From an optimization exercise on the open Yosys and OpenROAD flow, aimed at small area and a short achievable clock period; shortcuts taken in it are not production practice.
At most, simulation tests tie the RTL to the original design; equivalence was not proved.
The RTL of run 1 was laid out without a check of its function.
Power and IR drop assume default switching activity.

`flow/constraint.sdc`:
```
create_clock -name core_clock -period 4.5 [get_ports {clk}]
set_input_delay 0.9000 -clock core_clock [delete_from_list [all_inputs] [get_ports {clk}]]
set_output_delay 0.9000 -clock core_clock [all_outputs]
set_load 0.01 [all_outputs]
```
`flow/design.v`:
```
package dq_pkg;
  localparam int FUNC_W = 3;
  localparam logic [FUNC_W-1:0] FUNC_PUSH_FRONT = 3'd0;
  localparam logic [FUNC_W-1:0] FUNC_PUSH_BACK  = 3'd1;
  localparam logic [FUNC_W-1:0] FUNC_POP_FRONT  = 3'd2;
  localparam logic [FUNC_W-1:0] FUNC_POP_BACK   = 3'd3;
  localparam logic [FUNC_W-1:0] FUNC_PEEK_FRONT = 3'd4;
  localparam logic [FUNC_W-1:0] FUNC_PEEK_BACK  = 3'd5;
  localparam logic [FUNC_W-1:0] FUNC_CLEAR      = 3'd6;
endpackage
module dq_cell #(
  parameter int DATA_WIDTH = 32
) (
  input  logic                  clk,
  input  logic                  we,
  input  logic [DATA_WIDTH-1:0] push_word,
  output logic [DATA_WIDTH-1:0] data
);
  always_ff @(posedge clk) begin
    if (we) begin
      data <= push_word;
    end
  end
endmodule
module double_ended_queue #(
  parameter int DEPTH      = 16,
  parameter int DATA_WIDTH = 32
) (
  input  logic clk,
  input  logic rst,
  input  logic s_tvalid,
  output logic s_tready,
  input  logic [((DATA_WIDTH+7)/8)*8-1:0] s_tdata,
  input  logic [dq_pkg::FUNC_W-1:0] s_tuser,
  output logic m_tvalid,
  input  logic m_tready,
  output logic [((DATA_WIDTH+3+$clog2(DEPTH+1)+7)/8)*8-1:0] m_tdata
);
  localparam int CNT_W     = $clog2(DEPTH + 1);
  localparam int PTR_W     = $clog2(DEPTH);
  localparam int RES_W     = DATA_WIDTH + 3 + CNT_W;
  localparam int M_TDATA_W = ((RES_W + 7) / 8) * 8;
  logic [dq_pkg::FUNC_W-1:0] func;
  logic                      accept;
  logic [CNT_W-1:0] count;
  logic [PTR_W-1:0] head;
  logic [PTR_W-1:0] tail;
  logic             empty;
  logic             full;
  logic             ok_q;
  logic [DATA_WIDTH-1:0] peek_q;
  logic             peek_front;
  logic             peek_back;
  logic [DEPTH-1:0] head_oh;
  logic [DEPTH-1:0] tail_oh;
  logic [DEPTH-1:0] we;
  logic [DEPTH-1:0] rsel;
  logic [DATA_WIDTH-1:0] mem [DEPTH];
  logic [DATA_WIDTH-1:0] peek_word;
  assign func     = s_tuser;
  assign s_tready = !m_tvalid || m_tready;
  assign accept   = s_tvalid && s_tready;
  assign empty = (count == '0);
  assign peek_front = (func == dq_pkg::FUNC_PEEK_FRONT) && !empty;
  assign peek_back  = (func == dq_pkg::FUNC_PEEK_BACK) && !empty;
  assign full  = (count == CNT_W'(DEPTH));
  always_comb begin
    for (int i = 0; i < DEPTH; i++) begin
      head_oh[i] = (head == PTR_W'(i));
      tail_oh[i] = (tail == PTR_W'(i));
    end
  end
  for (genvar i = 0; i < DEPTH; i++) begin : g_word
    assign we[i]   = !full && (head_oh[(i + 1) % DEPTH] || tail_oh[i]);
    assign rsel[i] = (peek_front && head_oh[i]) ||
                     (peek_back && tail_oh[(i + 1) % DEPTH]);
    dq_cell #(
      .DATA_WIDTH(DATA_WIDTH)
    ) u_cell (
      .clk      (clk),
      .we       (we[i]),
      .push_word(s_tdata[DATA_WIDTH-1:0]),
      .data     (mem[i])
    );
  end
  always_comb begin
    peek_word = '0;
    for (int i = 0; i < DEPTH; i++) begin
      peek_word = peek_word | (mem[i] & {DATA_WIDTH{rsel[i]}});
    end
  end
  always_ff @(posedge clk) begin
    if (rst) begin
      count    <= '0;
      tail     <= head;
      m_tvalid <= 1'b0;
    end else begin
      if (accept) begin
        case (func)
          dq_pkg::FUNC_PUSH_FRONT: begin
            if (!full) begin
              head  <= head - 1'b1;
              count <= count + 1'b1;
            end
          end
          dq_pkg::FUNC_PUSH_BACK: begin
            if (!full) begin
              tail  <= tail + 1'b1;
              count <= count + 1'b1;
            end
          end
          dq_pkg::FUNC_POP_FRONT: begin
            if (!empty) begin
              head  <= head + 1'b1;
              count <= count - 1'b1;
            end
          end
          dq_pkg::FUNC_POP_BACK: begin
            if (!empty) begin
              tail  <= tail - 1'b1;
              count <= count - 1'b1;
            end
          end
          dq_pkg::FUNC_CLEAR: begin
            tail  <= head;
            count <= '0;
          end
          default: ;
        endcase
      end
      if (accept) begin
        m_tvalid <= 1'b1;
      end else if (m_tready) begin
        m_tvalid <= 1'b0;
      end
    end
  end
  always_ff @(posedge clk) begin
    if (s_tready) begin
      case (func)
        dq_pkg::FUNC_PUSH_FRONT,
        dq_pkg::FUNC_PUSH_BACK:  ok_q <= !full;
        dq_pkg::FUNC_POP_FRONT,
        dq_pkg::FUNC_POP_BACK,
        dq_pkg::FUNC_PEEK_FRONT,
        dq_pkg::FUNC_PEEK_BACK,
        dq_pkg::FUNC_CLEAR:      ok_q <= !empty;
        default:                 ok_q <= 1'b0;
      endcase
      peek_q <= peek_word;
    end
  end
  assign m_tdata = M_TDATA_W'({count, full, empty, peek_q, ok_q});
endmodule
```
`flow/run.sh`:
```
#!/bin/bash
# synth_recipe.tcl (not shown) runs the flow's synth.tcl, then flattens the netlist and writes it again
# the make line also repeats each setting of config.mk as NAME=value (left out here)
make -C /OpenROAD-flow-scripts/flow DESIGN_CONFIG=/design/flow/config.mk WORK_HOME=/design/flow/orfs CLKGATE_MAP_FILE= SYNTH_SCRIPT=/design/flow/synth_recipe.tcl finish
```
`flow/config.mk`:
```
export PLATFORM = sky130hd
export DESIGN_NAME = double_ended_queue
export DESIGN_NICKNAME = double_ended_queue
export VERILOG_FILES = /design/flow/design.v
export SDC_FILE = /design/flow/constraint.sdc
export NUM_CORES = 4
export LEC_CHECK = 0
export CAP_MARGIN = 20
export CORE_MARGIN = 2
export CORE_UTILIZATION = 30
export SETUP_SLACK_MARGIN = 2.0
export SLEW_MARGIN = 20
```
==> results of run 1 <==
-- power breakdown --
group | switching (mW) | internal [mW]
Sequential | 0.0777 | 5.97
Combinational | 0.415 | 0.207
Clock | 1.94 | 2.46
-- worst max-delay path: cells and delay by family, from the launching register on --
family | cells | cell delay (ps)
DFF | 1 | 340
and+or+nand+nor | 2 | 690
buffers and inverters | 2 | 270
-- cells by family (layout without fill, tap and decap cells) --
kind of cell / Yosys count / count (layout) / synth area share
multiplexers: 1 / 1 / 0.000479
buffers and inverters: 86 / 289 / 0.0175
flip-flops: 559 / 559 / 0.801
AND/OR/NAND/NOR: 165 / 169 / 0.0442
AO/OA/AOI/OAI: 326 / 326 / 0.125
XOR/XNOR: 8 / 8 / 0.00335
other: 0 / 1 / 0
adder cells (fa/ha/maj): 14 / 14 / 0.00875
-- worst max path at each step --
| stage | endpoint | slack (ps) | depth (start not counted) |
|---|---|---|---|
| after global placement | peek_q[16] | 760 | 7 |
| after global routing | m_tdata[34] | 1650 | 4 |
| final | m_tdata[34] | 1680 | 4 |
| after floorplan | g_word[12].u_cell.data[0] | 1600 | 5 |
| after CTS | m_tdata[34] | 1620 | 4 |
| after detailed placement | peek_q[16] | 710 | 7 |
-- cell usage in the layout (no fill, tap or decap), types with 5 or more instances in the layout --
master,count
a22oi_1,138
a32oi_1,11
o21ai_0,5
a221oi_4,7
ha_1,11
a22o_1,31
nand3_1,5
clkinv_2,12
and2_1,7
a221oi_1,7
clkinv_1,16
a21oi_4,5
and3_1,28
buf_6,14
nor2_1,12
clkbuf_1,11
dlygate4sd2_1,12
nand2_1,13
edfxtp_1,553
buf_12,14
a221oi_2,51
a32o_1,34
inv_1,12
clkbuf_16,60
a21oi_1,20
nor2_4,25
nor3_1,6
buf_4,59
nand4_1,33
nor2_2,6
clkdlybuf4s50_1,60
nor2b_1,8
and3_4,5
-- timing repair --
action	CTS	global route
hold endpoints to repair	0	0
buffers inserted	41	3
pin swaps	63	31
cloned	10	0
resized for setup	146	29
setup endpoints to repair	372	120
-- through the flow --
stage,utilization,setup WS [ps],hold slack (ps)
floorplan,-,1600,535
global placement,0.337,755,540
detailed placement,0.337,705,547
CTS,0.378,1620,549
global route,0.381,1650,580
finish,0.381,1680,544
-- registers in the layout (all words and copies together), names as in the netlist --
signal              flops
count                   5
g_word.u_cell.data    512
head                    4
m_tvalid                1
ok_q                    1
peek_q                 32
tail                    4
-- metal layers --
layer	share of wire	vias to the layer above
met4	0.023	6
met3	0.078	102
met2	0.48	511
met5	0.00070	-
met1	0.42	6201
li1	-	5242
-- final cells by class --
cell class	count	area, sq um
Antenna cell	1	2.50
Clock buffer	67	1440
Clock inverter	34	280
Fill cell	6281	42600
Inverter	14	52.6
Multi-Input combinational cell	518	4630
Sequential cell	559	16700
Tap cell	931	1160
Timing Repair Buffer	174	1830
==> run_results.csv, run 1 <==
group,metric,value,unit
detailed_routing,finalWirelength,57300,um
cts,clk_pin_slew,60,ps
detailed_routing,wl_per_cell,24.9,um
setup_path,ff2ff_path_depth,11,
cts,postCtsHoldBufs,0,
timing,hold_viol_final,0,
setup_path,worstPathArrival,1920,ps
die,die_area,71800,sq um
detailed_routing,vias,12100,
synthesis,avgSynthCellArea,18.0,sq um
power_and_ir_drop,power_density,424,nW/um^2
die,initial_core_util,0.304,
global_routing,met1_usage,0.214,
timing,fin_worst_skew,25.5,ps
timing,worstMarginPinSlew,745,ps
global_routing,grt_pass1_wl,83000,um
setup_path,path_max_fanout,2,
timing,fin_crit_sh,0.626,
global_routing,grtUsageMet2,0.259,
min_path,min_to,"peek_q[19]",
synthesis,ys.flop_type,"edfxtp_1",
synthesis,ys_warn_count,3,
timing,finalSetupViolations,0,
synthesis,synth_area,20900,sq um
synthesis,synthTopCellsByArea,"edfxtp_1, a22oi_1, a221oi_1",
setup_path,crit_type,"reg -> out",
min_path,worst_hold_startpoint,"g_word[15].u_cell.data[19]",
die,dieWidth,268,um
die,coreArea,68700,sq um
cts,cts_max_level,2,
layout,drive_gt1_frac,0.216,
synthesis,synth_edf_count,553,
cts,clock-root-buffer,"clkbuf_16",
setup_path,end_kind,"output port",
global_routing,grt.busiest_layer,"met2",
synthesis,ys_ff_latch,559,
setup_path,slowest_stage,"or4_4",
global_routing,met3_usage,0.0312,
synthesis,syn_inst,1159,
power_and_ir_drop,power,11.1,mW
cts,clockBufferDepth,3,
timing,relSlewSlack,0.503,
synthesis,synthesis.nets,1212,
detailed_routing,drc,0,
detailed_routing,viasPerCell,5.25,
timing,period_needed,2820,ps
placed_design,dpl_cell_area,23200,sq um
synthesis,synth_most_common_cell,"edfxtp_1",
synthesis,yosys-top-cells-count,"edfxtp_1, a22oi_1, a221oi_1",
setup_path,critPathLaunch,"count[1]",
setup_path,required,3600,ps
run_status,status,"complete, no violations",
global_routing,overflow,0,
setup_path,r2r_start,"count[1]",
synthesis,yosysSeqAreaShare,0.801,
global_routing,grt_usage,0.158,
setup_path,cp-start-kind,"register",
setup_path,r2r_end,"peek_q[15]",
setup_path,reg2reg_slack,1740,ps
synthesis,synth_top_cell_area_share,0.795,
global_routing,grt_start_max_net_pins,34,
global_routing,grt_pass1_vias,12000,
layout,stdcell_area,26100,sq um
setup_path,crit_top_cell,"buf_6",
timing,tns,0,ps
cts,cts_tree,"built",
placed_design,dp_hpwl,29500,um
min_path,min_path_type,"reg -> reg",
timing,fmax,355,MHz
layout,final_cells,2298,
synthesis,yosysUniqueCellTypes,53,
cts,clkSinkCount,559,
timing,slew_violations,0,
die,ios,81,
die,dieHeight,268,um
placed_design,port_buffers,80,
global_routing,grt_antenna_before_repair,5,
timing,rsz0062_at_grt,"true",
min_path,holdPathStages,2,
die,fp-row-count,96,
synthesis,yosysTopAreaCell,"edfxtp_1",
placed_design,placedCellCount,2142,
layout,nNetsFinal,1376,
run,drv_cap,0,
detailed_routing,drt_first_pass_iters,5,
detailed_routing,drt_iter0_markers,1542,
placed_design,place_congestion,0.792,
power_and_ir_drop,peakVddDrop,0.292,mV
power_and_ir_drop,p_leak,8.27,nW
setup_path,crit_chain,"or4_4, buf_6, nor2_4, buf_6",
setup_path,cp_slowest_stage_delay,580,ps
synthesis,async_reset_ff_frac,0,
layout,areaGrowthSynthToFinish,25.2,%
cts,worstSkewPairLatency,630,ps
cts,cts_buffers,56,
detailed_routing,ant_nets,0,
==> run 2: changes to the inputs <==
--- a/flow/design.v
+++ b/flow/design.v
@@ -49,7 +49,6 @@
   logic             full;
   logic             ok_q;
-  logic [DATA_WIDTH-1:0] peek_q;
-  logic             peek_front;
-  logic             peek_back;
+  logic             peek_front_q;
+  logic             peek_back_q;
   logic [DEPTH-1:0] head_oh;
   logic [DEPTH-1:0] tail_oh;
@@ -62,6 +61,4 @@
   assign accept   = s_tvalid && s_tready;
   assign empty = (count == '0);
-  assign peek_front = (func == dq_pkg::FUNC_PEEK_FRONT) && !empty;
-  assign peek_back  = (func == dq_pkg::FUNC_PEEK_BACK) && !empty;
   assign full  = (count == CNT_W'(DEPTH));
   always_comb begin
@@ -73,6 +70,6 @@
   for (genvar i = 0; i < DEPTH; i++) begin : g_word
     assign we[i]   = !full && (head_oh[(i + 1) % DEPTH] || tail_oh[i]);
-    assign rsel[i] = (peek_front && head_oh[i]) ||
-                     (peek_back && tail_oh[(i + 1) % DEPTH]);
+    assign rsel[i] = (peek_front_q && head_oh[i]) ||
+                     (peek_back_q && tail_oh[(i + 1) % DEPTH]);
     dq_cell #(
       .DATA_WIDTH(DATA_WIDTH)
@@ -148,7 +145,8 @@
         default:                 ok_q <= 1'b0;
       endcase
-      peek_q <= peek_word;
+      peek_front_q <= (func == dq_pkg::FUNC_PEEK_FRONT) && !empty;
+      peek_back_q  <= (func == dq_pkg::FUNC_PEEK_BACK) && !empty;
     end
   end
-  assign m_tdata = M_TDATA_W'({count, full, empty, peek_q, ok_q});
+  assign m_tdata = M_TDATA_W'({count, full, empty, peek_word, ok_q});
 endmodule
==> run 2 against run 1 <==
Fmax shrank 26%. Flip-flop and latch count shrank 30. Non-clock buffer count grew 83. Still clean. Critical path depth grew 5.
==> run_results.csv, run 2 <==
group,metric,value,unit
placed_design,place_congestion,0.792,
detailed_routing,vias,12000,
setup_path,end_kind,"output port",
min_path,min_to,"count[2]",
synthesis,avgSynthCellArea,18.4,sq um
global_routing,grt_start_max_net_pins,33,
timing,fin_worst_skew,14.0,ps
run_status,status,"complete, no violations",
power_and_ir_drop,peakVddDrop,0.280,mV
layout,areaGrowthSynthToFinish,29.3,%
global_routing,grt_antenna_before_repair,0,
min_path,worst_hold_startpoint,"count[2]",
global_routing,grt_pass1_vias,11600,
power_and_ir_drop,p_leak,8.21,nW
synthesis,syn_inst,1069,
synthesis,ys.flop_type,"edfxtp_1",
setup_path,cp-start-kind,"register",
detailed_routing,finalWirelength,58300,um
timing,relSlewSlack,0.329,
synthesis,synth_edf_count,523,
synthesis,yosysSeqAreaShare,0.804,
die,initial_core_util,0.304,
layout,max_flop_register,"g_word.u_cell.data",
cts,clockBufferDepth,3,
cts,cts_tree,"built",
detailed_routing,drt_iter0_markers,1597,
layout,fillCellCount,5847,
cts,cts_max_level,2,
run,drv_cap,0,
setup_path,r2r_start,"count[3]",
min_path,holdPathStages,2,
layout,nNetsFinal,1366,
timing,hold_viol_final,0,
cts,clkSinkCount,529,
setup_path,crit_type,"reg -> out",
timing,fmax,262,MHz
global_routing,grt_pass1_wl,83200,um
layout,stdcell_area,25400,sq um
synthesis,yosysUniqueCellTypes,47,
synthesis,synthTopCellsByArea,"edfxtp_1, a22oi_1, a222oi_1",
layout,antenna_cells,0,
synthesis,synthesis.nets,1122,
die,ios,81,
layout,mostFrequentLayoutCells,"edfxtp_1, a22oi_1, buf_4",
min_path,min_path_type,"reg -> reg",
timing,tns,0,ps
cts,postCtsHoldBufs,0,
layout,largest_reg_flops,512,
timing,worstMarginPinSlew,997,ps
synthesis,ys_ff_latch,529,
synthesis,ys_warn_count,3,
timing,finalSetupViolations,0,
cts,clock-root-buffer,"clkbuf_16",
layout,final_common_cell,"edfxtp_1",
timing,period_needed,3810,ps
timing,rsz0062_at_grt,"true",
global_routing,grt_usage,0.170,
detailed_routing,wl_per_cell,26.4,um
die,die_area,67700,sq um
setup_path,r2r_end,"g_word[6].u_cell.data[20]",
setup_path,worstPathArrival,2910,ps
synthesis,synth_area,19700,sq um
cts,worstSkewPairLatency,600,ps
layout,top_regs,"g_word.u_cell.data x512, count x5",
synthesis,synth_top_cell_area_share,0.798,
placed_design,port_buffers,80,
setup_path,required,3600,ps
synthesis,synth_most_common_cell,"edfxtp_1",
cts,cts_buffers,51,
die,coreArea,64700,sq um
detailed_routing,drt_first_pass_iters,6,
cts,clk_pin_slew,60,ps
power_and_ir_drop,power_density,419,nW/um^2
synthesis,async_reset_ff_frac,0,
synthesis,yosysTopAreaCell,"edfxtp_1",
placed_design,dp_hpwl,29100,um
layout,drive_gt1_frac,0.274,
detailed_routing,drc,0,
synthesis,yosys-top-cells-count,"edfxtp_1, a22oi_1, a222oi_1",
die,dieWidth,260,um
detailed_routing,viasPerCell,5.43,
die,fp-row-count,93,
setup_path,path_max_fanout,6,
detailed_routing,ant_nets,0,
global_routing,overflow,0,
timing,slew_violations,0,
timing,fin_crit_sh,0.847,
placed_design,dpl_cell_area,22200,sq um
setup_path,reg2reg_slack,2200,ps
setup_path,ff2ff_path_depth,7,
die,dieHeight,260,um
==> run 2: metal layers <==
layer	global-route usage	share of wire	vias to the layer above
li1	-	-	5091
met1	0.233	0.41	6189
met2	0.280	0.48	635
met3	0.0333	0.092	71
met4	0.0375	0.018	0
met5	0	0	-
==> run 2: critical path, cell delays in order, from the launching register on <==
cell      delay (ps)
edfxtp_1         500
buf_6            180
ha_4             180
nand2b_4         120
o32ai_4          100
buf_12           170
a222oi_1         380
and4_1           240
nand4_1          200
buf_2            230
==> run 2: how the worst max path moves through the flow <==
stage                      start                       end  cells after the start
CTS                      head[0]                m_tdata[9]                     10
detailed placement       tail[3]               m_tdata[22]                      7
floorplan                tail[2]  g_word[4].u_cell.data[0]                      6
global placement    peek_front_q               m_tdata[24]                      7
global route             tail[0]               m_tdata[22]                     10
finish                   tail[0]                m_tdata[2]                      9
==> run 2: final cells by class <==
class	count	area, sq um	area share
Inverter	17	68.8	0.00270
Timing Repair Buffer	257	2720	0.107
Sequential cell	529	15800	0.622
Clock inverter	28	309	0.0121
Tap cell	855	1070	0.0420
Clock buffer	64	1330	0.0521
Multi-Input combinational cell	457	4120	0.162
==> run 2: logic make-up after synthesis <==
| kind of cell | share of synthesized area |
|---|---|
| flip-flops | 0.804 |
| AO/OA/AOI/OAI | 0.120 |
| AND/OR/NAND/NOR | 0.0447 |
| buffers and inverters | 0.0184 |
| adder cells (fa/ha/maj) | 0.00928 |
| XOR/XNOR | 0.00311 |
| multiplexers | 0.000509 |
==> run 2: through the flow <==
step	setup slack (ps)	util	power, mW	hold WS (ps)	instances
detailed placement	519	0.342	6.48	498	1992
CTS	704	0.388	10.7	505	2184
finish	688	0.393	10.7	493	2207
global route	589	0.393	11.0	543	2207
floorplan	1570	-	6.08	514	1069
global placement	518	0.342	6.46	488	1991
==> run 2: repair_timing <==
action	CTS	global route
pin swaps	101	46
resized for setup	251	36
setup endpoints to repair	120	47
cloned	7	2
buffers inserted	93	21
==> run 2: where the power goes <==
group	switching (mW)	internal, mW	total [mW]
Clock	1.81	2.39	4.20
Combinational	0.490	0.272	0.762
Sequential	0.0549	5.65	5.71
Total	2.35	8.31	10.7
==> run 3: changes to the inputs <==
--- a/flow/config.mk
+++ b/flow/config.mk
@@ -9,4 +9,3 @@
 export CORE_MARGIN = 2
 export CORE_UTILIZATION = 30
-export SETUP_SLACK_MARGIN = 2.0
 export SLEW_MARGIN = 20
==> run 3 against run 2 <==
Global-route usage shrank 1.0 points. Setup slack lost 580 ps. Largest cell class unchanged. Still clean on timing, DRC and antenna. Synthesized area is the same. Count of clock-buffer cells in the layout grew 1. Via count shrank 5.0%. Register-to-register slack lost 590 ps. Clock skew shrank 5.6 ps.
==> run_results.csv, run 3 <==
group,metric,value,unit
setup_path,critPathLaunch,"tail[1]",
detailed_routing,wl_met2,26000,um
die,die_area,67700,sq um
die,dieHeight,260,um
layout,nNetsFinal,1263,
detailed_routing,drt_first_pass_iters,6,
layout,mostFrequentLayoutCells,"edfxtp_1, a22oi_1, clkdlybuf4s50_1",
cts,clkSinkCount,529,
synthesis,syn_inst,1069,
timing,worstMarginPinSlew,1020,ps
global_routing,overflow,0,
power_and_ir_drop,power_density,444,nW/um^2
layout,multi_input_area,3840,sq um
synthesis,async_reset_ff_frac,0,
power_and_ir_drop,seqPwrFrac,0.536,
power_and_ir_drop,peakVddDrop,0.293,mV
timing,holdWs,522,ps
layout,largest_reg_flops,512,
timing,fin_crit_sh,0.977,
power_and_ir_drop,p_clk_frac,0.400,
cts,clk_pin_slew,60,ps
layout,final_common_cell,"edfxtp_1",
detailed_routing,vias,11400,
min_path,min_path_type,"reg -> reg",
synthesis,synth_area,19700,sq um
synthesis,synthTopCellsByArea,"edfxtp_1, a22oi_1, a222oi_1",
detailed_routing,viasPerCell,5.41,
timing,fin_worst_skew,8.42,ps
layout,top_regs,"g_word.u_cell.data x512, count x5",
min_path,worst_hold_startpoint,"count[2]",
synthesis,yosys-top-cells-count,"edfxtp_1, a22oi_1, a222oi_1",
power_and_ir_drop,internal_power,8.36,mW
setup_path,crit_type,"reg -> out",
cts,clockBufferDepth,3,
synthesis,synth_top_cell_area_share,0.798,
die,ios,81,
run,drv_cap,0,
cts,clock-root-buffer,"clkbuf_16",
global_routing,grt_pass1_wl,78900,um
detailed_routing,ant_nets,0,
setup_path,worstPathArrival,3500,ps
layout,seq_area,15800,sq um
die,coreArea,64700,sq um
cts,cts_max_level,2,
run_status,status,"complete, no violations",
detailed_routing,wl_met1,22600,um
global_routing,grt_pass1_vias,11400,
layout,max_flop_register,"g_word.u_cell.data",
global_routing,grt_antenna_before_repair,4,
detailed_routing,wl_per_cell,25.9,um
synthesis,synth_edf_count,523,
timing,period_needed,4400,ps
setup_path,r2r_start,"head[2]",
placed_design,port_buffers,80,
detailed_routing,drc,0,
timing,finalSetupViolations,0,
setup_path,end_kind,"output port",
synthesis,synth_most_common_cell,"edfxtp_1",
placed_design,dp_hpwl,29500,um
timing,relSlewSlack,0.311,
synthesis,avgSynthCellArea,18.4,sq um
synthesis,ys.flop_type,"edfxtp_1",
global_routing,grt_start_max_net_pins,33,
setup_path,cp-start-kind,"register",
setup_path,path_max_fanout,16,
die,dieWidth,260,um
placed_design,dp_slack,418,ps
detailed_routing,finalWirelength,54400,um
cts,cts_buffers,53,
setup_path,required,3600,ps
die,initial_core_util,0.304,
timing,layout_setup_ws,103,ps
synthesis,yosysUniqueCellTypes,47,
power_and_ir_drop,p_sw,2.30,mW
synthesis,ys_warn_count,3,
detailed_routing,drt_iter0_markers,1415,
synthesis,synthesis.nets,1122,
synthesis,ys_ff_latch,529,
global_routing,grt_usage,0.160,
detailed_routing,wl_met3,4650,um
layout,areaGrowthSynthToFinish,21.9,%
die,fp-row-count,93,
timing,hold_viol_final,0,
power_and_ir_drop,swShare,0.216,
timing,slew_violations,0,
detailed_routing,highest-signal-layer,"met5",
power_and_ir_drop,p_leak,7.36,nW
placed_design,place_congestion,0.795,
synthesis,yosysSeqAreaShare,0.804,
cts,worstSkewPairLatency,600,ps
synthesis,yosysTopAreaCell,"edfxtp_1",
power_and_ir_drop,comb_power_share,0.064,
layout,drive_gt1_frac,0.150,
timing,fmax,227,MHz
cts,cts_tree,"built",
layout,fillCellCount,5956,
## run 3: cells by family (layout without fill, tap and decap cells)
group,after synthesis,in the layout,share of synthesized area
flops,529,529,0.804
compound gates,285,285,0.120
simple gates,150,150,0.0447
buf+inv,83,260,0.0184
fa+ha+maj,14,14,0.00928
xor+xnor,7,7,0.00311
mux,1,1,0.000509
other cells,0,2,0
## run 3: critical path, cell delays in order, from the launching register on
cell             delay [ps]
edfxtp_1                490
inv_1                   170
ha_1                    360
nand2b_2                180
o22ai_4                 210
buf_4                   350
a22oi_1                 160
and4_1                  210
nand4_1                 160
clkdlybuf4s50_1         590
## run 3: power groups by stage
| stage | clock network [mW] | logic [mW] | registers [mW] |
|---|---|---|---|
| 2_1_floorplan | 0 | 0.273 | 5.80 |
| 3_3_place_gp | 0 | 0.658 | 5.80 |
| 3_5_place_dp | 0 | 0.668 | 5.81 |
| 4_1_cts | 4.35 | 0.674 | 5.71 |
| 5_1_grt | 4.55 | 0.724 | 5.73 |
| 6_report | 4.27 | 0.679 | 5.71 |
## run 3: layer usage
metal,GRT usage,vias to the layer above
li1,-,4872
met1,0.217,5904
met2,0.260,526
met3,0.0320,80
met4,0.0443,4
met5,0,-
## run 3: timing repair
| item | CTS | global route |
|---|---|---|
| hold buffers | 0 | 0 |
| setup endpoints to repair | 32 | 27 |
| setup buffers | 7 | 11 |
| gates resized for setup | 3 | 6 |
| pin swaps | 5 | 4 |
## run 3: per-stage QoR
step	utilization	power, mW	setup TNS, ps	cell area [sq um]	instances
after global routing	0.371	11.0	-61.2	24000	2102
after global placement	0.342	6.46	0	22100	1992
after detailed placement	0.342	6.48	0	22100	1992
after floorplan	-	6.07	0	19700	1069
after CTS	0.369	10.7	0	23800	2090
final	0.371	10.7	0	24000	2103
## run 3: area by class of cell
cell class              instances  share of cell area
well taps                     855              0.0446
clock inverters                26              0.0116
multi-input cells             457               0.160
clock buffers                  65              0.0580
diodes                          2            0.000209
inverters                      17             0.00266
repair buffers                152              0.0633
flip-flops and latches        529               0.659
## run 3: path summary, 6_finish.rpt
check | end | slack [ps] | depth (start not counted)
max | m_tdata[28] | 100 | 9
min | count[2] | 520 | 2
max reg2reg | g_word[10].u_cell.data[21] | 1610 | 5
min reg2reg | count[2] | 520 | 2
==> run 4: changes to the inputs <==
--- a/flow/design.v
+++ b/flow/design.v
@@ -47,8 +47,10 @@
   logic [PTR_W-1:0] tail;
   logic             empty;
+  logic [CNT_W-1:0] count_next;
   logic             full;
   logic             ok_q;
-  logic             peek_front_q;
-  logic             peek_back_q;
+  logic [DATA_WIDTH-1:0] peek_q;
+  logic             peek_front;
+  logic             peek_back;
   logic [DEPTH-1:0] head_oh;
   logic [DEPTH-1:0] tail_oh;
@@ -60,6 +62,7 @@
   assign s_tready = !m_tvalid || m_tready;
   assign accept   = s_tvalid && s_tready;
-  assign empty = (count == '0);
-  assign full  = (count == CNT_W'(DEPTH));
+  assign full  = count[CNT_W-1];
+  assign peek_front = (func == dq_pkg::FUNC_PEEK_FRONT) && !empty;
+  assign peek_back  = (func == dq_pkg::FUNC_PEEK_BACK) && !empty;
   always_comb begin
     for (int i = 0; i < DEPTH; i++) begin
@@ -70,6 +73,6 @@
   for (genvar i = 0; i < DEPTH; i++) begin : g_word
     assign we[i]   = !full && (head_oh[(i + 1) % DEPTH] || tail_oh[i]);
-    assign rsel[i] = (peek_front_q && head_oh[i]) ||
-                     (peek_back_q && tail_oh[(i + 1) % DEPTH]);
+    assign rsel[i] = (peek_front && head_oh[i]) ||
+                     (peek_back && tail_oh[(i + 1) % DEPTH]);
     dq_cell #(
       .DATA_WIDTH(DATA_WIDTH)
@@ -87,40 +90,31 @@
     end
   end
+  always_comb begin
+    count_next = count;
+    case (func)
+      dq_pkg::FUNC_PUSH_FRONT,
+      dq_pkg::FUNC_PUSH_BACK:  if (!full) count_next = count + 1'b1;
+      dq_pkg::FUNC_POP_FRONT,
+      dq_pkg::FUNC_POP_BACK:   if (!empty) count_next = count - 1'b1;
+      dq_pkg::FUNC_CLEAR:      count_next = '0;
+      default: ;
+    endcase
+  end
   always_ff @(posedge clk) begin
     if (rst) begin
       count    <= '0;
+      empty    <= 1'b1;
       tail     <= head;
       m_tvalid <= 1'b0;
     end else begin
       if (accept) begin
+        count <= count_next;
+        empty <= (count_next == '0);
         case (func)
-          dq_pkg::FUNC_PUSH_FRONT: begin
-            if (!full) begin
-              head  <= head - 1'b1;
-              count <= count + 1'b1;
-            end
-          end
-          dq_pkg::FUNC_PUSH_BACK: begin
-            if (!full) begin
-              tail  <= tail + 1'b1;
-              count <= count + 1'b1;
-            end
-          end
-          dq_pkg::FUNC_POP_FRONT: begin
-            if (!empty) begin
-              head  <= head + 1'b1;
-              count <= count - 1'b1;
-            end
-          end
-          dq_pkg::FUNC_POP_BACK: begin
-            if (!empty) begin
-              tail  <= tail - 1'b1;
-              count <= count - 1'b1;
-            end
-          end
-          dq_pkg::FUNC_CLEAR: begin
-            tail  <= head;
-            count <= '0;
-          end
+          dq_pkg::FUNC_PUSH_FRONT: if (!full) head <= head - 1'b1;
+          dq_pkg::FUNC_PUSH_BACK:  if (!full) tail <= tail + 1'b1;
+          dq_pkg::FUNC_POP_FRONT:  if (!empty) head <= head + 1'b1;
+          dq_pkg::FUNC_POP_BACK:   if (!empty) tail <= tail - 1'b1;
+          dq_pkg::FUNC_CLEAR:      tail <= head;
           default: ;
         endcase
@@ -145,8 +139,7 @@
         default:                 ok_q <= 1'b0;
       endcase
-      peek_front_q <= (func == dq_pkg::FUNC_PEEK_FRONT) && !empty;
-      peek_back_q  <= (func == dq_pkg::FUNC_PEEK_BACK) && !empty;
+      peek_q <= peek_word;
     end
   end
-  assign m_tdata = M_TDATA_W'({count, full, empty, peek_word, ok_q});
+  assign m_tdata = M_TDATA_W'({count, full, empty, peek_q, ok_q});
 endmodule
==> flow/flow/run.sh (new file) <==
#!/bin/bash
cp standard.sh standard_sh.txt
export BUFFER_PORTS_ARGS="-buffer_cell sky130_fd_sc_hd__buf_2"
bash standard.sh > standard.log 2>&1
==> flow/standard.sh (new file) <==
#!/bin/bash
# synth_recipe.tcl (not shown) runs the flow's synth.tcl, then flattens the netlist and writes it again
# the make line also repeats each setting of config.mk as NAME=value (left out here)
make -C /OpenROAD-flow-scripts/flow DESIGN_CONFIG=/design/flow/config.mk WORK_HOME=/design/flow/orfs CLKGATE_MAP_FILE= SYNTH_SCRIPT=/design/flow/synth_recipe.tcl "${@:-finish}"
--- a/flow/config.mk
+++ b/flow/config.mk
@@ -9,3 +9,4 @@
 export CORE_MARGIN = 2
 export CORE_UTILIZATION = 30
+export SETUP_SLACK_MARGIN = 2.0
 export SLEW_MARGIN = 20
removed: flow/run.sh
==> run 4 against run 3 <==
Final cell count increased by 10%. Core utilization decreased by 0.31 points. Synthesized area increased by 7.0%. Sequential share of layout area decreased by 0.68 points. Critical path type is now reg -> reg. Critical endpoint is now peek_q[3].
==> run_results.csv, run 4 <==
group,metric,value,unit
synthesis,synthTopCellsByArea,"edfxtp_1, a22oi_1, a221oi_1",
setup_path,worst-path-buf-inv,3,
die,die_area,72300,sq um
detailed_routing,drt_first_pass_iters,5,
layout,max_flop_register,"g_word.u_cell.data",
setup_path,reg2reg_slack,2050,ps
setup_path,crit_chain,"buf_6, ha_4, or3b_4, o22ai_4, buf_4, buf_12, a22o_1, a221oi_2, and3_1, nand4_1",
synthesis,synthesis.nets,1207,
synthesis,synthXorXnorAreaFrac,0.00333,
cts,clockBufferDepth,3,
synthesis,synth_most_common_cell,"edfxtp_1",
cts,clk_pin_slew,60,ps
run,drv_cap,0,
setup_path,required,4830,ps
synthesis,muxShareOfSynthArea,0.000951,
global_routing,grt_antenna_before_repair,4,
timing,fmax,408,MHz
cts,cts_tree,"built",
timing,fin_crit_sh,0.544,
synthesis,synth_compound_area_frac,0.127,
synthesis,yosysSeqAreaShare,0.795,
synthesis,syn_inst,1156,
synthesis,yosysTopAreaCell,"edfxtp_1",
detailed_routing,ant_nets,0,
timing,hold_viol_final,0,
min_path,min_path_type,"reg -> reg",
global_routing,grt_pass1_vias,12000,
timing,holdWs,543,ps
cts,postCtsHoldBufs,0,
layout,top_regs,"g_word.u_cell.data x512, peek_q x32, count x5",
synthesis,yosys-top-cells-count,"edfxtp_1, a22oi_1, a221oi_1",
placed_design,port_buffers,80,
timing,worstMarginPinSlew,918,ps
placed_design,place_congestion,0.751,
die,initial_core_util,0.302,
run_status,status,"complete, no violations",
power_and_ir_drop,p_leak,8.23,nW
setup_path,crit_family,"simple AND/OR/NAND/NOR gates",
synthesis,synth_edf_count,553,
layout,final_common_cell,"edfxtp_1",
synthesis,synth_area,21100,sq um
setup_path,crit_type,"reg -> reg",
synthesis,ys_ff_latch,560,
synthesis,synth_top_cell_area_share,0.788,
die,dieWidth,269,um
global_routing,overflow,0,
layout,areaGrowthSynthToFinish,21.9,%
synthesis,yosysUniqueCellTypes,49,
timing,relSlewSlack,0.388,
cts,cts_max_level,2,
global_routing,grt_usage,0.154,
die,coreArea,69800,sq um
detailed_routing,finalWirelength,56200,um
timing,tns,0,ps
die,fp-row-count,97,
placed_design,dp_hpwl,30600,um
cts,clkSinkCount,560,
setup_path,ff2ff_path_depth,10,
die,ios,81,
detailed_routing,drt_iter0_markers,1189,
min_path,holdPathStages,2,
die,dieHeight,269,um
synthesis,ys.flop_type,"edfxtp_1",
synthesis,avgSynthCellArea,18.2,sq um
setup_path,path_max_fanout,8,
setup_path,critPathLaunch,"head[0]",
detailed_routing,wl_per_cell,24.3,um
timing,rsz0062_at_grt,"true",
synthesis,yosys.area_share.simple,0.0437,
setup_path,crit_end,"peek_q[3]",
layout,nNetsFinal,1385,
setup_path,cp_slowest_stage_delay,460,ps
timing,fin_worst_skew,17.9,ps
setup_path,worstPathArrival,2780,ps
synthesis,synth_adder_area_share,0.00713,
detailed_routing,drc,0,
setup_path,end_kind,"register",
layout,drive_gt1_frac,0.251,
timing,finalSetupViolations,0,
synthesis,async_reset_ff_frac,0,
global_routing,grt_pass1_wl,81200,um
cts,cts_buffers,53,
setup_path,slowest_stage,"edfxtp_1",
synthesis,synth_top_family_by_area,"compound AO/OA/AOI/OAI gates",
setup_path,cp-start-kind,"register",
setup_path,r2r_start,"head[0]",
detailed_routing,viasPerCell,5.20,
timing,period_needed,2450,ps
layout,mostFrequentLayoutCells,"edfxtp_1, a22oi_1, buf_4",
layout,largest_reg_flops,512,
timing,slew_violations,0,
power_and_ir_drop,power_density,433,nW/um^2
global_routing,grt_start_max_net_pins,37,
setup_path,r2r_end,"peek_q[3]",
setup_path,cp.depth,10,
power_and_ir_drop,peakVddDrop,0.289,mV
cts,clock-root-buffer,"clkbuf_16",
detailed_routing,vias,12000,
cts,worstSkewPairLatency,620,ps
synthesis,ys_warn_count,3,
[run 4: cell count changes after synthesis, moves of 10 or more]
cell | before | now
a222oi_1 | 74 | 0
a221oi_1 | 0 | 73
a22o_1 | 1 | 72
a22oi_1 | 145 | 111
edfxtp_1 | 523 | 553
and3_1 | 2 | 28
and4_1 | 28 | 2
buf_4 | 6 | 22
clkbuf_1 | 37 | 21
a21oi_1 | 20 | 32
nand3b_1 | 1 | 12
nor2_1 | 27 | 17
[run 4: worst min-delay path by stage]
stage / start / end / slack, ps
after floorplan: g_word[1].u_cell.data[23] / peek_q[23] / 520
after global placement: count[0] / count[0] / 530
after detailed placement: count[0] / count[0] / 540
after CTS: s_tvalid / m_tvalid / 540
after global routing: count[0] / count[0] / 570
final: count[0] / count[0] / 540
[run 4: repair_timing]
action,in CTS,in global routing
setup endpoints to repair,296,97
gates cloned,2,2
resized for setup,26,33
pin swaps,23,13
buffers inserted,53,18
endpoints found under the hold margin,0,0
[run 4: through the flow]
stage | power, mW | worst slack [ps] | instance area, sq um | utilization | instances
finish | 11.1 | 2050 | 25700 | 0.368 | 2317
global route | 11.4 | 1990 | 25700 | 0.368 | 2316
CTS | 11.2 | 1980 | 25300 | 0.363 | 2296
detailed placement | 6.62 | 638 | 22900 | 0.328 | 2144
global placement | 6.60 | 691 | 22900 | 0.328 | 2144
floorplan | 6.36 | 1520 | 21300 | - | 1156
[run 4: cell families (layout without fill, tap and decap cells)]
logic type                 count (synthesis)  after routing
adders and majority gates                 12             12
DFF                                      560            560
other                                      0              1
muxes                                      2              2
AOI/OAI and AO/OA                        330            331
xor gates and xnor gates                   8              8
and+or+nand+nor                          161            161
buffers and inverters                     83            302
[run 4: worst min-delay path, cell delays in order (launching register included)]
cell and delay, ps:
dfxtp_1 360, nand2_1 80, a21oi_1 60
[run 4: per-layer routing]
layer / global-route usage / routed length (um) / up-vias
li1: - / - / 5232
met1: 0.197 / 23100 / 6285
met2: 0.261 / 27700 / 422
met3: 0.0311 / 3840 / 101
met4: 0.0492 / 1500 / 8
met5: 0 / 46 / -
[run 4: cell type report]
cell class                 instances  area, sq um
multi-input combinational        514         4280
fill                            6425        44100
clock buffer                      64         1370
sequential                       560        16800
clock inverter                    33          413
timing repair buffer             196         1640
antenna                            1         2.50
tap                              940         1180
inverter                           9         33.8
[run 4: power by group]
part           internal [mW]  switching [mW]  leakage (nW)  total [mW]
sequential              5.98          0.0713          5.21        6.05
combinational          0.141           0.360          2.15       0.501
clock                   2.64            1.93         0.869        4.57
==> run 5: changes to the inputs <==
--- a/flow/config.mk
+++ b/flow/config.mk
@@ -9,4 +9,4 @@
 export CORE_MARGIN = 2
 export CORE_UTILIZATION = 30
-export SETUP_SLACK_MARGIN = 2.0
+export SETUP_SLACK_MARGIN = 2.3
 export SLEW_MARGIN = 20
==> run 5 against run 4 <==
Via count is 4.0% higher. Synthesized cell count unchanged. Largest cell class unchanged. Sequential power is essentially flat. Routed wire length increased by 9.3%. Synthesized area stayed put. Critical path type is now in -> reg. Final cell count grew 2.6%. Power fell by 2.3%. Still clean. Global-route usage grew 1.6 points. Critical path depth rose by 1. Worst hold slack gained 15 ps.
==> run_results.csv, run 5 <==
group,metric,value,unit
setup_path,cp-start-kind,"primary input",
timing,slew_violations,0,
die,coreArea,69800,sq um
power_and_ir_drop,p_clk_frac,0.392,
die,ios,81,
setup_path,cp.depth,11,
setup_path,path_max_fanout,11,
global_routing,grt_usage,0.170,
global_routing,grt_pass1_vias,12500,
cts,worstSkewPairLatency,610,ps
setup_path,crit_type,"in -> reg",
synthesis,synth_most_common_cell,"edfxtp_1",
power_and_ir_drop,internal_power,8.49,mW
timing,rsz0062_at_grt,"true",
placed_design,dp_hpwl,30700,um
detailed_routing,finalWirelength,61400,um
power_and_ir_drop,power_density,405,nW/um^2
global_routing,grt_pass1_wl,88300,um
global_routing,grt_start_max_net_pins,33,
setup_path,end_kind,"register",
layout,largest_reg_flops,512,
synthesis,yosysSeqAreaShare,0.795,
layout,final_cells,2378,
timing,fin_worst_skew,24.5,ps
power_and_ir_drop,p_leak,8.73,nW
detailed_routing,vias,12500,
min_path,min_path_type,"reg -> reg",
power_and_ir_drop,seqPwrFrac,0.557,
layout,nNetsFinal,1446,
synthesis,synthTopCellsByArea,"edfxtp_1, a22oi_1, a221oi_1",
synthesis,synth_edf_count,553,
setup_path,required,4960,ps
setup_path,cp_slowest_stage_delay,590,ps
setup_path,crit_family,"simple AND/OR/NAND/NOR gates",
detailed_routing,viasPerCell,5.27,
run,drv_cap,0,
synthesis,synth_top_cell_area_share,0.788,
cts,clkSinkCount,560,
cts,cts_buffers,52,
min_path,holdPathStages,2,
power_and_ir_drop,p_sw,2.38,mW
die,initial_core_util,0.302,
synthesis,synth_area,21100,sq um
cts,cts_max_level,2,
placed_design,place_congestion,0.786,
cts,clock-root-buffer,"clkbuf_16",
synthesis,ys_ff_latch,560,
power_and_ir_drop,swShare,0.219,
timing,fmax,415,MHz
cts,clockBufferDepth,3,
synthesis,ys.flop_type,"edfxtp_1",
setup_path,crit_chain,"buf_12, or4b_4, buf_12, o22ai_4, buf_12, buf_4, buf_12, a22o_1, a221oi_2, and3_1, nand4_1",
synthesis,yosysUniqueCellTypes,49,
placed_design,port_buffers,80,
timing,hold_viol_final,0,
die,die_area,72300,sq um
synthesis,yosys-top-cells-count,"edfxtp_1, a22oi_1, a221oi_1",
timing,tns,0,ps
detailed_routing,wl_per_cell,25.8,um
layout,final_common_cell,"edfxtp_1",
global_routing,grt_antenna_before_repair,4,
run_status,status,"complete, no violations",
detailed_routing,drt_iter0_markers,1368,
synthesis,async_reset_ff_frac,0,
layout,top_regs,"g_word.u_cell.data x512, peek_q x32, count x5",
cts,clk_pin_slew,60,ps
setup_path,ff2ff_path_depth,11,
detailed_routing,drc,0,
detailed_routing,ant_nets,0,
layout,drive_gt1_frac,0.317,
synthesis,ys_warn_count,3,
synthesis,syn_inst,1156,
timing,worstMarginPinSlew,1050,ps
die,dieHeight,269,um
setup_path,crit_top_cell,"buf_12",
power_and_ir_drop,peakVddDrop,0.290,mV
setup_path,worst-path-buf-inv,5,
synthesis,avgSynthCellArea,18.2,sq um
timing,relSlewSlack,0.298,
layout,max_flop_register,"g_word.u_cell.data",
setup_path,slowest_stage,"or4b_4",
placed_design,placedCellCount,2146,
cts,cts_tree,"built",
timing,finalSetupViolations,0,
timing,fin_crit_sh,0.535,
synthesis,synthesis.nets,1207,
layout,areaGrowthSynthToFinish,27.4,%
die,fp-row-count,97,
global_routing,overflow,0,
layout,mostFrequentLayoutCells,"edfxtp_1, a22oi_1, buf_4",
layout,finish.utilization,0.384,
power_and_ir_drop,comb_power_share,0.051,
detailed_routing,drt_first_pass_iters,6,
die,dieWidth,269,um
synthesis,yosysTopAreaCell,"edfxtp_1",
timing,period_needed,2410,ps
setup_path,worstPathArrival,2870,ps
run 5: cell counts after synthesis:
Identical to the previous run, type by type.
run 5: stage by stage:
step	power (mW)	setup slack [ps]	hold WS, ps	cell area, sq um
after floorplan	6.36	1920	524	21400
after global placement	6.60	910	520	22900
after detailed placement	6.62	873	543	22900
after CTS	10.9	1980	556	26500
after global routing	11.2	1990	585	26800
final	10.9	2090	559	26800
run 5: worst paths after layout:
check | end | slack, ps | from
setup reg to reg | peek_q[11] | 2100 | head[0]
hold reg to reg | peek_q[16] | 560 | g_word[2].u_cell.data[16]
hold / removal | peek_q[16] | 560 | g_word[2].u_cell.data[16]
setup / recovery | peek_q[31] | 2090 | s_tuser[0]
run 5: final cells by class:
cell class	instances	area, sq um
clock buffer	59	1350
timing repair buffer	257	2650
inverter	9	33.8
sequential	560	16800
tap	940	1180
antenna	1	2.50
clock inverter	37	297
multi-input combinational	515	4560
fill	6238	43000
run 5: cells by family (layout without fill, tap and decap cells):
family | count (synthesis) | count (layout) | synth area share
flops | 560 | 560 | 0.795
compound gates | 330 | 331 | 0.127
simple gates | 161 | 162 | 0.0437
buf+inv | 83 | 362 | 0.0231
fa+ha+maj | 12 | 12 | 0.00713
xor+xnor | 8 | 8 | 0.00333
mux | 2 | 2 | 0.000951
other cells | 0 | 1 | 0
run 5: metal layers:
metal | wire length (um) | vias to the layer above | global-route usage
met5 | 25 | - | 0
met1 | 24100 | 6529 | 0.217
met4 | 2050 | 4 | 0.0596
li1 | - | 5358 | -
met2 | 30500 | 518 | 0.287
met3 | 4680 | 122 | 0.0332
run 5: repair_timing:
action | 4_1_cts | 5_1_grt
endpoints found under the setup margin | 490 | 148
setup buffers | 108 | 15
gates resized for setup | 150 | 34
gates cloned | 11 | 1
pin swaps | 85 | 57
hold buffers | 0 | 0
run 5: tightest hold or removal path: stages (launching register included):
cell,delay [ps]
edfxtp_1,320
a22oi_1,60
nand4_1,80
run 5: power groups by stage:
stage               logic, mW  registers (mW)  clock network (mW)
floorplan               0.215            6.15                   0
global placement        0.435            6.17                   0
detailed placement      0.447            6.17                   0
CTS                     0.548            6.05                4.32
global route            0.596            6.07                4.54
finish                  0.558            6.05                4.26
==> run 6: changes to the inputs <==
==> flow/run.sh (new file) <==
#!/bin/bash
# synth_recipe.tcl (not shown) runs the flow's synth.tcl, then flattens the netlist and writes it again
# the make line also repeats each setting of config.mk as NAME=value (left out here)
make -C /OpenROAD-flow-scripts/flow DESIGN_CONFIG=/design/flow/config.mk WORK_HOME=/design/flow/orfs CLKGATE_MAP_FILE= SYNTH_SCRIPT=/design/flow/synth_recipe.tcl finish
--- a/flow/config.mk
+++ b/flow/config.mk
@@ -9,4 +9,4 @@
 export CORE_MARGIN = 2
 export CORE_UTILIZATION = 30
-export SETUP_SLACK_MARGIN = 2.3
+export SETUP_SLACK_MARGIN = 2.0
 export SLEW_MARGIN = 20
removed: flow/flow/run.sh
removed: flow/standard.sh
==> run 6 against run 5 <==
Combinational power is essentially flat. Critical path type is now reg -> reg. Largest power group unchanged. Die area unchanged. Critical endpoint is now peek_q[1]. Core utilization decreased by 0.67 points. Setup slack worse by 66 ps. Sequential share of layout area grew 1.1 points.
==> run_results.csv, run 6 <==
group,metric,value,unit
timing,period_needed,2480,ps
placed_design,placedCellCount,2145,
power_and_ir_drop,power_density,414,nW/um^2
layout,seq_area,16800,sq um
min_path,min_path_type,"reg -> reg",
timing,hold_viol_final,0,
synthesis,ys.flop_type,"edfxtp_1",
run_status,status,"complete, no violations",
synthesis,synthesis.nets,1207,
timing,worstMarginPinSlew,1010,ps
layout,nNetsFinal,1403,
global_routing,grt_start_max_net_pins,33,
setup_path,end_kind,"register",
detailed_routing,finalWirelength,59000,um
timing,finalSetupViolations,0,
layout,final_common_cell,"edfxtp_1",
detailed_routing,wl_met2,29100,um
synthesis,async_reset_ff_frac,0,
detailed_routing,highest-signal-layer,"met5",
layout,max_flop_register,"g_word.u_cell.data",
setup_path,required,4840,ps
layout,areaGrowthSynthToFinish,25.2,%
detailed_routing,drt_first_pass_iters,5,
detailed_routing,wl_per_cell,25.3,um
layout,top_regs,"g_word.u_cell.data x512, peek_q x32, count x5",
setup_path,ff2ff_path_depth,11,
detailed_routing,wl_met3,4040,um
cts,clockBufferDepth,3,
synthesis,synthTopCellsByArea,"edfxtp_1, a22oi_1, a221oi_1",
setup_path,critPathLaunch,"tail[1]",
synthesis,synth_edf_count,553,
cts,worstSkewPairLatency,610,ps
synthesis,syn_inst,1156,
power_and_ir_drop,power,10.9,mW
timing,slew_violations,0,
setup_path,reg2reg_slack,2020,ps
synthesis,yosysUniqueCellTypes,49,
placed_design,port_buffers,80,
global_routing,overflow,0,
setup_path,cp-start-kind,"register",
run,drv_cap,0,
detailed_routing,drc,0,
min_path,holdPathStages,2,
layout,largest_reg_flops,512,
setup_path,path_max_fanout,8,
cts,cts_max_level,2,
placed_design,dp_hpwl,29900,um
die,dieWidth,269,um
setup_path,r2r_start,"tail[1]",
layout,mostFrequentLayoutCells,"edfxtp_1, a22oi_1, buf_4",
timing,relSlewSlack,0.326,
synthesis,ys_warn_count,3,
global_routing,grt_usage,0.160,
global_routing,grt_antenna_before_repair,2,
detailed_routing,ant_nets,0,
synthesis,synth_area,21100,sq um
synthesis,yosysSeqAreaShare,0.795,
cts,postCtsHoldBufs,0,
timing,rsz0062_at_grt,"true",
layout,drive_gt1_frac,0.215,
die,die_area,72300,sq um
synthesis,ys_ff_latch,560,
timing,layout_setup_ws,2020,ps
placed_design,place_congestion,0.762,
detailed_routing,viasPerCell,5.23,
detailed_routing,drt_iter0_markers,1338,
timing,tns,0,ps
detailed_routing,wl_met1,24100,um
setup_path,worstPathArrival,2820,ps
min_path,worst_hold_startpoint,"count[0]",
placed_design,dp_slack,512,ps
cts,clock-root-buffer,"clkbuf_16",
synthesis,synth_most_common_cell,"edfxtp_1",
die,initial_core_util,0.302,
power_and_ir_drop,p_leak,8.41,nW
detailed_routing,vias,12200,
die,dieHeight,269,um
global_routing,grt_pass1_wl,84200,um
global_routing,grt_pass1_vias,12200,
synthesis,avgSynthCellArea,18.2,sq um
setup_path,crit_type,"reg -> reg",
cts,cts_tree,"built",
layout,final_cells,2332,
layout,multi_input_area,4380,sq um
layout,fillCellCount,6330,
cts,clk_pin_slew,70,ps
power_and_ir_drop,peakVddDrop,0.245,mV
cts,clkSinkCount,560,
layout,antenna_cells,0,
die,fp-row-count,97,
timing,fin_worst_skew,17.7,ps
die,ios,81,
synthesis,synth_top_cell_area_share,0.788,
timing,fmax,404,MHz
synthesis,yosys-top-cells-count,"edfxtp_1, a22oi_1, a221oi_1",
synthesis,yosysTopAreaCell,"edfxtp_1",
cts,cts_buffers,53,
die,coreArea,69800,sq um
timing,fin_crit_sh,0.550,
[run 6: stage by stage]
| step | hold slack (ps) | util | cell area, sq um |
|---|---|---|---|
| 6_report | 496 | 0.378 | 26400 |
| 5_1_grt | 532 | 0.378 | 26400 |
| 3_5_place_dp | 531 | 0.335 | 23300 |
| 4_1_cts | 500 | 0.372 | 26000 |
| 2_1_floorplan | 524 | - | 21300 |
| 3_3_place_gp | 528 | 0.335 | 23300 |
[run 6: final cells by class]
class	instances	area share
inverter	9	0.00128
clock inverter	33	0.0117
clock buffer	62	0.0516
multi-input combinational	516	0.166
tap	940	0.0446
timing repair buffer	212	0.0888
sequential	560	0.636
[run 6: metal layers]
metal,vias to the layer above,GRT usage
met5,-,0
met4,2,0.0542
met3,113,0.0268
met2,464,0.272
met1,6348,0.208
li1,5267,-
[run 6: report_power, final]
part           switching [mW]  total (mW)  internal, mW
combinational           0.374       0.561         0.187
clock                    1.92        4.32          2.40
sequential             0.0671        6.05          5.98
[run 6: cells by family (layout without fill, tap and decap cells)]
group / count (synthesis) / count (layout) / synth area share
AOI/OAI and AO/OA: 330 / 332 / 0.127
xor gates and xnor gates: 8 / 8 / 0.00333
adders and majority gates: 12 / 12 / 0.00713
buffers and inverters: 83 / 316 / 0.0231
DFF: 560 / 560 / 0.795
muxes: 2 / 2 / 0.000951
and+or+nand+nor: 161 / 162 / 0.0437
[run 6: worst paths after layout]
| check | to |
|---|---|
| worst max register to register | peek_q[1] |
| worst min-delay path | count[0] |
| worst max-delay path | peek_q[1] |
| worst min register to register | count[0] |
[run 6: worst max-delay path: stages, from the launching register on]
cell and delay (ps):
edfxtp_1 410, buf_4 160, buf_6 120, ha_4 170, or3b_4 250, o22ai_4 80, buf_12 150, buf_12 130
buf_16 150, a221oi_1 280, and3_1 220, nand4_1 80
[run 6: repair_timing]
item	in CTS	in global routing
gates cloned	10	3
gates resized for setup	64	43
buffers inserted	67	12
setup endpoints to repair	328	110
pin swaps	23	19
==> run 7: changes to the inputs <==
==> flow/flow/run.sh (new file) <==
#!/bin/bash
cp standard.sh standard_sh.txt
export BUFFER_PORTS_ARGS="-buffer_cell sky130_fd_sc_hd__buf_2"
bash standard.sh > standard.log 2>&1
==> flow/standard.sh (new file) <==
#!/bin/bash
# synth_recipe.tcl (not shown) runs the flow's synth.tcl, then flattens the netlist and writes it again
# the make line also repeats each setting of config.mk as NAME=value (left out here)
make -C /OpenROAD-flow-scripts/flow DESIGN_CONFIG=/design/flow/config.mk WORK_HOME=/design/flow/orfs CLKGATE_MAP_FILE= SYNTH_SCRIPT=/design/flow/synth_recipe.tcl "${@:-finish}"
--- a/flow/config.mk
+++ b/flow/config.mk
@@ -9,4 +9,7 @@
 export CORE_MARGIN = 2
 export CORE_UTILIZATION = 30
+export CTS_BUF_LIST = sky130_fd_sc_hd__clkbuf_8
+export CTS_CLUSTER_DIAMETER = 50
+export CTS_CLUSTER_SIZE = 20
 export SETUP_SLACK_MARGIN = 2.0
 export SLEW_MARGIN = 20
removed: flow/run.sh
==> run 7 against run 6 <==
Sequential power is essentially flat. Synthesized cell count is the same. Worst hold slack gained 37 ps. Still clean. Sequential share of layout area grew 4.3 points. Setup slack gained 3.4 ps. Design area shrank 6.3%. Count of clock-buffer cells in the layout shrank 19. Flip-flop and latch count is the same.
==> run_results.csv, run 7 <==
group,metric,value,unit
run_status,status,"complete, no violations",
setup_path,worst-path-buf-inv,3,
power_and_ir_drop,p_leak,7.77,nW
synthesis,yosysTopAreaCell,"edfxtp_1",
cts,clockBufferDepth,3,
min_path,min_path_type,"in -> reg",
die,initial_core_util,0.302,
detailed_routing,ant_nets,0,
layout,final_common_cell,"edfxtp_1",
setup_path,crit_type,"in -> reg",
cts,cts_buffers,43,
die,die_area,72300,sq um
detailed_routing,drc,0,
detailed_routing,wl_per_cell,24.6,um
cts,cts_max_level,2,
layout,mostFrequentLayoutCells,"edfxtp_1, a22oi_1, buf_4",
die,dieHeight,269,um
cts,worstSkewPairLatency,680,ps
setup_path,cp-start-kind,"primary input",
setup_path,slowest_stage,"or4b_4",
layout,largest_reg_flops,512,
synthesis,ys_warn_count,3,
global_routing,grt_antenna_before_repair,5,
setup_path,end_kind,"register",
detailed_routing,vias,11900,
global_routing,grt_pass1_vias,11900,
timing,slew_violations,0,
power_and_ir_drop,power_density,377,nW/um^2
detailed_routing,finalWirelength,56200,um
layout,drive_gt1_frac,0.243,
placed_design,dp_hpwl,30600,um
synthesis,async_reset_ff_frac,0,
synthesis,synthTopCellsByArea,"edfxtp_1, a22oi_1, a221oi_1",
synthesis,synth_area,21100,sq um
timing,relSlewSlack,0.305,
synthesis,synth_top_cell_area_share,0.788,
layout,areaGrowthSynthToFinish,17.2,%
die,coreArea,69800,sq um
synthesis,synth_most_common_cell,"edfxtp_1",
placed_design,port_buffers,80,
cts,clock-root-buffer,"clkbuf_8",
die,ios,81,
die,fp-row-count,97,
setup_path,required,5020,ps
layout,max_flop_register,"g_word.u_cell.data",
synthesis,ys_ff_latch,560,
timing,hold_viol_final,0,
layout,finish.utilization,0.354,
timing,period_needed,2470,ps
setup_path,ff2ff_path_depth,10,
cts,clk_pin_slew,100,ps
synthesis,yosysSeqAreaShare,0.795,
setup_path,cp.depth,9,
die,dieWidth,269,um
global_routing,grt_usage,0.152,
setup_path,cp_slowest_stage_delay,630,ps
timing,fin_crit_sh,0.549,
timing,fin_worst_skew,52.7,ps
timing,tns,0,ps
timing,fmax,405,MHz
detailed_routing,drt_iter0_markers,1292,
synthesis,synthesis.nets,1207,
setup_path,worstPathArrival,2990,ps
synthesis,yosys-top-cells-count,"edfxtp_1, a22oi_1, a221oi_1",
layout,top_regs,"g_word.u_cell.data x512, peek_q x32, count x5",
setup_path,crit_chain,"clkbuf_4, or4b_4, buf_12, o22ai_4, buf_6, a22o_1, a221oi_2, and3_1, nand4_1",
global_routing,grt_start_max_net_pins,37,
setup_path,crit_family,"simple AND/OR/NAND/NOR gates",
power_and_ir_drop,peakVddDrop,0.214,mV
layout,nNetsFinal,1368,
global_routing,overflow,0,
synthesis,syn_inst,1156,
timing,worstMarginPinSlew,1040,ps
synthesis,synth_edf_count,553,
detailed_routing,viasPerCell,5.22,
synthesis,avgSynthCellArea,18.2,sq um
timing,finalSetupViolations,0,
cts,cts_tree,"built",
synthesis,ys.flop_type,"edfxtp_1",
power_and_ir_drop,power,9.30,mW
run,drv_cap,0,
placed_design,place_congestion,0.751,
min_path,holdPathStages,3,
global_routing,grt_pass1_wl,80300,um
cts,clkSinkCount,560,
synthesis,yosysUniqueCellTypes,49,
detailed_routing,drt_first_pass_iters,5,
timing,rsz0062_at_grt,"true",
setup_path,path_max_fanout,32,
run 7: final timing paths:
| check | from | end | slack (ps) |
|---|---|---|---|
| setup / recovery | s_tuser[1] | peek_q[1] | 2030 |
| hold / removal | s_tvalid | m_tvalid | 530 |
| setup reg to reg | tail[0] | peek_q[13] | 2040 |
| hold reg to reg | count[0] | count[0] | 550 |
run 7: cells by family after synthesis:
logic type                 after synthesis  synth area share
AOI/OAI and AO/OA                      330             0.127
xor gates and xnor gates                 8           0.00333
adders and majority gates               12           0.00713
buffers and inverters                   83            0.0231
DFF                                    560             0.795
muxes                                    2          0.000951
and+or+nand+nor                        161            0.0437
run 7: tightest hold or removal path, cell delays in order:
cell,delay [ps]
buf_2,130
inv_1,50
a21oi_1,50
run 7: what timing repair did:
| action | 4_1_cts | 5_1_grt |
|---|---|---|
| hold buffers | 0 | 0 |
| gates resized for setup | 21 | 29 |
| setup buffers | 44 | 20 |
| endpoints found under the setup margin | 284 | 73 |
| cloned | 2 | 2 |
| pin swaps | 20 | 12 |
run 7: power breakdown:
| part | leakage (nW) | switching [mW] | internal (mW) |
|---|---|---|---|
| Combinational | 2.13 | 0.361 | 0.143 |
| Clock | 0.427 | 1.77 | 0.985 |
| Sequential | 5.21 | 0.0702 | 5.97 |
run 7: layer usage:
| metal | vias to the layer above | track usage | wire length [um] | part of all wire |
|---|---|---|---|---|
| met1 | 6206 | 0.197 | 22800 | 0.41 |
| met5 | - | 0 | 39 | 0.00069 |
| met3 | 98 | 0.0295 | 4200 | 0.075 |
| li1 | 5165 | - | - | - |
| met4 | 6 | 0.0431 | 1350 | 0.024 |
| met2 | 460 | 0.259 | 27800 | 0.49 |
run 7: area by class of cell:
class / count / area (sq um)
fillers: 6514 / 45100
flip-flops and latches: 560 / 16800
multi-input cells: 514 / 4270
repair buffers: 189 / 1600
well taps: 940 / 1180
clock buffers: 43 / 592
clock inverters: 29 / 260
inverters: 9 / 33.8
diodes: 3 / 7.51
run 7: per-stage QoR:
step	area, sq um	hold slack (ps)	std cells	setup WS, ps
floorplan	21300	524	1156	1520
global placement	22900	527	2144	691
detailed placement	22900	535	2144	638
CTS	24300	490	2262	1900
global route	24700	522	2285	1960
finish	24700	533	2287	2030
==> run 8: changes to the inputs <==
--- a/flow/config.mk
+++ b/flow/config.mk
@@ -6,10 +6,11 @@
 export NUM_CORES = 4
 export LEC_CHECK = 0
+export ABC_CLOCK_PERIOD_IN_PS = 2500
 export CAP_MARGIN = 20
 export CORE_MARGIN = 2
 export CORE_UTILIZATION = 30
 export CTS_BUF_LIST = sky130_fd_sc_hd__clkbuf_8
-export CTS_CLUSTER_DIAMETER = 50
-export CTS_CLUSTER_SIZE = 20
+export CTS_CLUSTER_DIAMETER = 45
+export CTS_CLUSTER_SIZE = 16
 export SETUP_SLACK_MARGIN = 2.0
 export SLEW_MARGIN = 20
==> run 8 against run 7 <==
Power increased by 4.8%. Highest routed layer unchanged. Combinational power is essentially flat. Largest cell class unchanged. Largest power group unchanged. Still clean on timing, DRC and antenna. Clock power is 16% higher.
==> run_results.csv, run 8 <==
group,metric,value,unit
setup_path,required,5040,ps
die,fp-row-count,97,
synthesis,synth_area,21100,sq um
timing,fin_crit_sh,0.546,
global_routing,grt_pass1_wl,81100,um
global_routing,overflow,0,
layout,areaGrowthSynthToFinish,18.2,%
placed_design,dp_slack,638,ps
detailed_routing,finalWirelength,56000,um
placed_design,place_congestion,0.751,
die,ios,81,
setup_path,cp-start-kind,"primary input",
timing,tns,0,ps
timing,rsz0062_at_grt,"true",
layout,final_common_cell,"edfxtp_1",
synthesis,yosysTopAreaCell,"edfxtp_1",
synthesis,synth_most_common_cell,"edfxtp_1",
synthesis,synthTopCellsByArea,"edfxtp_1, a22oi_1, a221oi_1",
detailed_routing,viasPerCell,5.15,
synthesis,synth_top_cell_area_share,0.788,
die,initial_core_util,0.302,
global_routing,grt_usage,0.153,
global_routing,grt_pass1_vias,11900,
global_routing,grt_start_max_net_pins,37,
timing,layout_setup_ws,2040,ps
timing,worstMarginPinSlew,848,ps
detailed_routing,vias,11900,
layout,drive_gt1_frac,0.250,
detailed_routing,drc,0,
cts,clockBufferDepth,3,
cts,clkSinkCount,560,
cts,cts_buffers,50,
layout,fillCellCount,6518,
synthesis,yosys-top-cells-count,"edfxtp_1, a22oi_1, a221oi_1",
detailed_routing,drt_iter0_markers,1298,
layout,finish.utilization,0.357,
layout,mostFrequentLayoutCells,"edfxtp_1, a22oi_1, buf_4",
timing,fin_worst_skew,35.6,ps
synthesis,async_reset_ff_frac,0,
placed_design,port_buffers,80,
synthesis,ys.flop_type,"edfxtp_1",
synthesis,avgSynthCellArea,18.2,sq um
synthesis,ys_ff_latch,560,
layout,nNetsFinal,1376,
setup_path,crit_type,"in -> reg",
power_and_ir_drop,peakVddDrop,0.200,mV
layout,max_flop_register,"g_word.u_cell.data",
setup_path,path_max_fanout,22,
power_and_ir_drop,power_density,391,nW/um^2
cts,cts_tree,"built",
timing,fmax,407,MHz
setup_path,worstPathArrival,2990,ps
timing,hold_viol_final,0,
placed_design,dp_hpwl,30600,um
global_routing,grt_antenna_before_repair,4,
synthesis,ys_warn_count,3,
cts,clock-root-buffer,"clkbuf_8",
synthesis,yosysUniqueCellTypes,49,
die,dieHeight,269,um
cts,clk_pin_slew,100,ps
die,coreArea,69800,sq um
timing,period_needed,2460,ps
power_and_ir_drop,p_leak,7.89,nW
synthesis,synthesis.nets,1207,
die,dieWidth,269,um
run_status,status,"complete, no violations",
detailed_routing,ant_nets,0,
setup_path,end_kind,"register",
cts,cts_max_level,2,
timing,finalSetupViolations,0,
timing,slew_violations,0,
synthesis,synth_edf_count,553,
layout,top_regs,"g_word.u_cell.data x512, peek_q x32, count x5",
layout,largest_reg_flops,512,
run,drv_cap,0,
min_path,min_path_type,"in -> reg",
synthesis,yosysSeqAreaShare,0.795,
synthesis,syn_inst,1156,
cts,worstSkewPairLatency,690,ps
detailed_routing,wl_per_cell,24.4,um
timing,relSlewSlack,0.434,
detailed_routing,drt_first_pass_iters,7,
timing,holdWs,491,ps
die,die_area,72300,sq um
==> run 8: cell counts after synthesis <==
Identical to the previous run, type by type.
==> run 8: repair_timing <==
action | 4_1_cts | 5_1_grt
hold buffers | 0 | 0
gates cloned | 2 | 1
gates resized for setup | 21 | 36
pin swaps | 19 | 8
buffers inserted | 48 | 18
endpoints found under the setup margin | 298 | 88
==> run 8: cell families (layout without fill, tap and decap cells) <==
group	count (synthesis)	after routing	share of synthesized area
buffers and inverters	83	284	0.0231
XOR/XNOR	8	8	0.00333
AND/OR/NAND/NOR	161	162	0.0437
flip-flops	560	560	0.795
other	0	2	0
adder cells (fa/ha/maj)	12	12	0.00713
multiplexers	2	2	0.000951
AO/OA/AOI/OAI	330	331	0.127
==> run 8: metrics by stage <==
step	instances	instance area (sq um)	power (mW)
finish	2301	24900	9.74
global route	2299	24900	10.1
CTS	2280	24600	9.80
detailed placement	2144	22900	6.62
global placement	2144	22900	6.60
floorplan	1156	21300	6.36
==> run 8: where the power goes <==
part	switching [mW]	internal (mW)	leakage [nW]
registers	0.0683	5.97	5.21
logic	0.365	0.140	2.12
clock network	1.81	1.40	0.558
total	2.24	7.50	7.89
==> run 8: layout make-up <==
cell class,instances,area (sq um),area share
multi-input cells,515,4290,0.172
clock buffers,50,688,0.0276
repair buffers,189,1570,0.0632
flip-flops and latches,560,16800,0.673
inverters,9,33.8,0.00136
diodes,2,5.00,0.000201
well taps,940,1180,0.0472
clock inverters,36,383,0.0154
==> run 8: critical path, cell delays in order <==
cell and delay (ps):
clkbuf_4 220, or4b_4 700, o22ai_4 480, buf_4 290, a22oi_1 110, and3_1 180, nand4_1 80
==> run 8: path summary, 6_finish.rpt <==
| check | from | to | slack (ps) | depth (start not counted) |
|---|---|---|---|---|
| max | s_tuser[1] | peek_q[7] | 2040 | 7 |
| min | s_tvalid | m_tvalid | 490 | 3 |
| max reg2reg | tail[0] | peek_q[26] | 2060 | 8 |
| min reg2reg | count[0] | count[0] | 550 | 2 |
==> run 8: per-layer routing <==
metal,global-route usage,vias up,wire (um)
met4,0.0446,6,1310
met1,0.199,6159,23200
met2,0.258,419,27600
met5,0,-,33
met3,0.0335,90,3910
li1,-,5186,-

Check on run 8: ideal ports give 2.043 ns setup slack; a clkbuf_16 on the clock port and buf_2 on the inputs give 2.059 ns; moving port delays by the midpoint clock arrival (0.720 ns) as well gives 1.350 ns.
